This is an optimization exercise on Yosys and OpenROAD, whose aim is small area, a short achievable clock period and few clock cycles per item, not a production implementation. Function was checked by simulation only, so behaviour that the tests miss may differ from the original. No activity file was given, so power comes from the tool's default toggle rates.

Setup of willow:
// ex_stage
module ex_stage (
    input  logic        clk_i,
    input  logic        rst_ni,
    input  logic        issue_req_i,
    input  logic [70:0] issue_data_i,
    output logic        issue_ack_o,
    output logic        wb_req_o,
    output logic [34:0] wb_data_o,
    input  logic        wb_ack_i
);
==> flow/config.mk <==
export PLATFORM = sky130hd
export DESIGN_NAME = ex_stage
export DESIGN_NICKNAME = ex_stage
export VERILOG_FILES = /design/flow/design.v
export SDC_FILE = /design/flow/constraint.sdc
export NUM_CORES = 4
export LEC_CHECK = 0
export CAP_MARGIN = 20
export CORE_MARGIN = 2
export CORE_UTILIZATION = 40
export SETUP_SLACK_MARGIN = 2.7
export SLEW_MARGIN = 20
==> flow/constraint.sdc <==
create_clock -name core_clock -period 5.5 [get_ports {clk_i}]
set_input_delay 1.1000 -clock core_clock [delete_from_list [all_inputs] [get_ports {clk_i}]]
set_output_delay 1.1000 -clock core_clock [all_outputs]
set_load 0.01 [all_outputs]
run.sh (not shown) runs the stock make flow with config.mk's settings and CLKGATE_MAP_FILE= SYNTH_SCRIPT=/design/flow/synth_recipe.tcl, a recipe that flattens the netlist after the stock synthesis.
Testbench counts of willow, summed over its fixed seeds: cycles 7,015, ops 2,400.
What juniper does differently from willow at the input level:
# willow
export LEC_CHECK = 0
export CAP_MARGIN = 20
export CORE_MARGIN = 2
export CORE_UTILIZATION = 40
export SETUP_SLACK_MARGIN = 2.7
export SLEW_MARGIN = 20
create_clock -name core_clock -period 5.5 [get_ports {clk_i}]
# juniper
export LEC_CHECK = 0
export CAP_MARGIN = 20
export CORE_MARGIN = 2
export CORE_UTILIZATION = 60
export PLACE_DENSITY = 0.75
export SETUP_SLACK_MARGIN = 2.7
export SLEW_MARGIN = 20
create_clock -name core_clock -period 5.5 [get_ports {clk_i}]
==> run notes <==
juniper was carried through to the last stage, and its layout satisfied the timing, design-rule and antenna checks. Row number of non-clock buffers: juniper lower / willow higher. Compared with willow, juniper improves worst hold margin. Fraction of area in registers: juniper higher than willow. In the reports for juniper and willow, the smaller post-route fraction of the period consumed by the critical path belongs to willow. Comparing wire length on met3 for juniper and willow, the smaller number came from willow. Number of placed instances with taps included shrinks by a little under 10% when moving from willow to juniper. Delta(post-route minimum period, juniper - willow) > 0. juniper vs willow: wire length of the first global-routing pass down by a few percent.
### juniper -> pepper
# juniper
export LEC_CHECK = 0
export CAP_MARGIN = 20
export CORE_MARGIN = 2
export CORE_UTILIZATION = 60
export PLACE_DENSITY = 0.75
export SETUP_SLACK_MARGIN = 2.7
export SLEW_MARGIN = 20
create_clock -name core_clock -period 5.5 [get_ports {clk_i}]
# pepper
export LEC_CHECK = 0
export CAP_MARGIN = 20
export CORE_MARGIN = 2
export CORE_UTILIZATION = 40
export SETUP_SLACK_MARGIN = 2
export SLEW_MARGIN = 20
create_clock -name core_clock -period 5.5 [get_ports {clk_i}]
Route | pepper vs juniper | wire longer in pepper. Summary: with juniper as the reference, power per standard cell area in pepper moved down slightly. Compared with juniper, in pepper die area moved up, antenna violation net count after detailed routing now sits at about the same level, design area dropped 150 um2. Number of buffers inserted to repair setup after CTS, pepper and juniper, higher one = juniper. Higher clock network fraction of total power goes to pepper over juniper. Maximum net fanout on the critical path ends up lower on juniper. juniper -> pepper: core area increased by more than half. Row detailed-routed wire length on met3: pepper lower / juniper higher. juniper vs pepper, critical path capture point: s_data[31] vs q_b[15]. Delta(placed standard-cell area, pepper - juniper) > 0.

========
run A:
Another version of the RTL of ex_stage (not shown whole).
For scale: ~2200 cells after synthesis, roughly 260 flip-flops, about 110 I/O pins.
export LEC_CHECK = 0
export ABC_AREA = 1
export CAP_MARGIN = 20
export CORE_MARGIN = 2
export CORE_UTILIZATION = 40
export SETUP_SLACK_MARGIN = 3.0
export SLEW_MARGIN = 20
create_clock -name core_clock -period 5.5 [get_ports {clk_i}]
standard.sh (not shown) runs the stock make flow with config.mk's settings and CLKGATE_MAP_FILE= SYNTH_SCRIPT=/design/flow/synth_recipe.tcl, a recipe that flattens the netlist after the stock synthesis.
==> flow/flow/run.sh <==
#!/bin/bash
# Standard layout, with the port buffers made from the smallest plain buffer
# (the resizer still upsizes any that need it).
set -euo pipefail
export BUFFER_PORTS_ARGS="-buffer_cell sky130_fd_sc_hd__buf_1"
bash standard.sh > standard.log 2>&1
Testbench counts of run A, summed over its fixed seeds: cycles 6,879, ops 2,400.
## Diff of input files: run B against run A
Settings: swapping 3.0 for 3.25 in SETUP_SLACK_MARGIN.
Notes after the runs:
The run showing the smaller total placed cells including tap cells is run B.
Max critical path depth across run B and run A: run A
When run B is set beside run A, its met3 track demand over resource in global routing turns out to be 0.34 points larger.
Layout inverter count without the clock tree | run B above run A
### run B -> run C
Settings: SETUP_SLACK_MARGIN now 3.1, was 3.25.
Notes after the runs:
Run C went all the way through the flow, and no timing, DRC or antenna check failed. Count of clock-buffer cells in the layout: run C > run B. Looking at destination of the critical timing path, the m_s[3] result is from run B; the q_a[14] one comes from run C. Run C vs. run B: combinational share of power went down by 0.3 points. Compared with run B, run C shows a total power that is 0.79 mW lower. Going from run B to run C, placement-stage worst setup slack picked up an extra 0.010 ns; maximum number of pins on one net before global-route repair went down 2.9%; non-clock buffer count shows a reduction of about 7%; adder and majority cell fraction of the synthesized area flat. Run C ended up with edfxtp_1 as its cell type of the slowest stage on the worst timing path; run B ended up with fa_1.
Modified inputs, run D compared to run C
Settings: SETUP_SLACK_MARGIN now 3.15, was 3.1.
Findings:
Run D vs. run C: worst path arrival time lower; worst hold slack held; global-route track usage on met2 fell 0.91 points. The clock network latency to the later pin of the worst-skew pair was comparable across run D and run C. Looking at clock buffer count, run D sits about 22% lower than run C does. Lower number of antenna cells inserted among run D and run C: run C. A critical path capture point of q_a[14] is what run C shows, while q_a[9] belongs to run D. Detailed placer's ending HPWL: run D vs run C up 640 um. Looking at highest metal layer with signal wires, the met4 result is from run C; the met5 one comes from run D. In the metrics for run D and run C, the one carrying the higher total chip power is run D. Diff run C -> run D: area of combinational cells with multiple inputs increased 1.8%, global-route total usage across every layer rose by 0.81 points.

-- separate check: timing with driven ports --
The flow's constraints put no driver on any port. The routed layouts listed below were extracted and timed again, unchanged, in two steps.
Step 1, drivers: a clkbuf_16 drives clk_i and a buf_2 each remaining input, both assumed.
Step 2 moves the port delays by t, midway between the first and last clock arrival at a register: inputs arrive t later, outputs are due t later. That takes back most of the time a late clock gives input paths.
Slacks: ideal ports / drivers / drivers and shift; pairs: ideal ports / drivers.
run	t, ns	slack for setup (ns)	pins driven straight from the clock port
willow	0.607	2.557 / 2.557 / 2.483	1
juniper	0.601	2.531 / 2.531 / 2.481	1
pepper	0.615	2.210 / 2.210 / 2.017	1
run A	0.651	3.035 / 3.042 / 2.413	1
run B	0.646	3.217 / 3.212 / 2.568	1
run C	0.650	3.119 / 3.119 / 2.509	1
run D	0.657	3.176 / 3.159 / 2.612	1
After both steps setup and hold are still met in every run listed. The setup slack of run B, which loses most, moves by -0.005 ns with the drivers and by -0.649 ns with both steps.
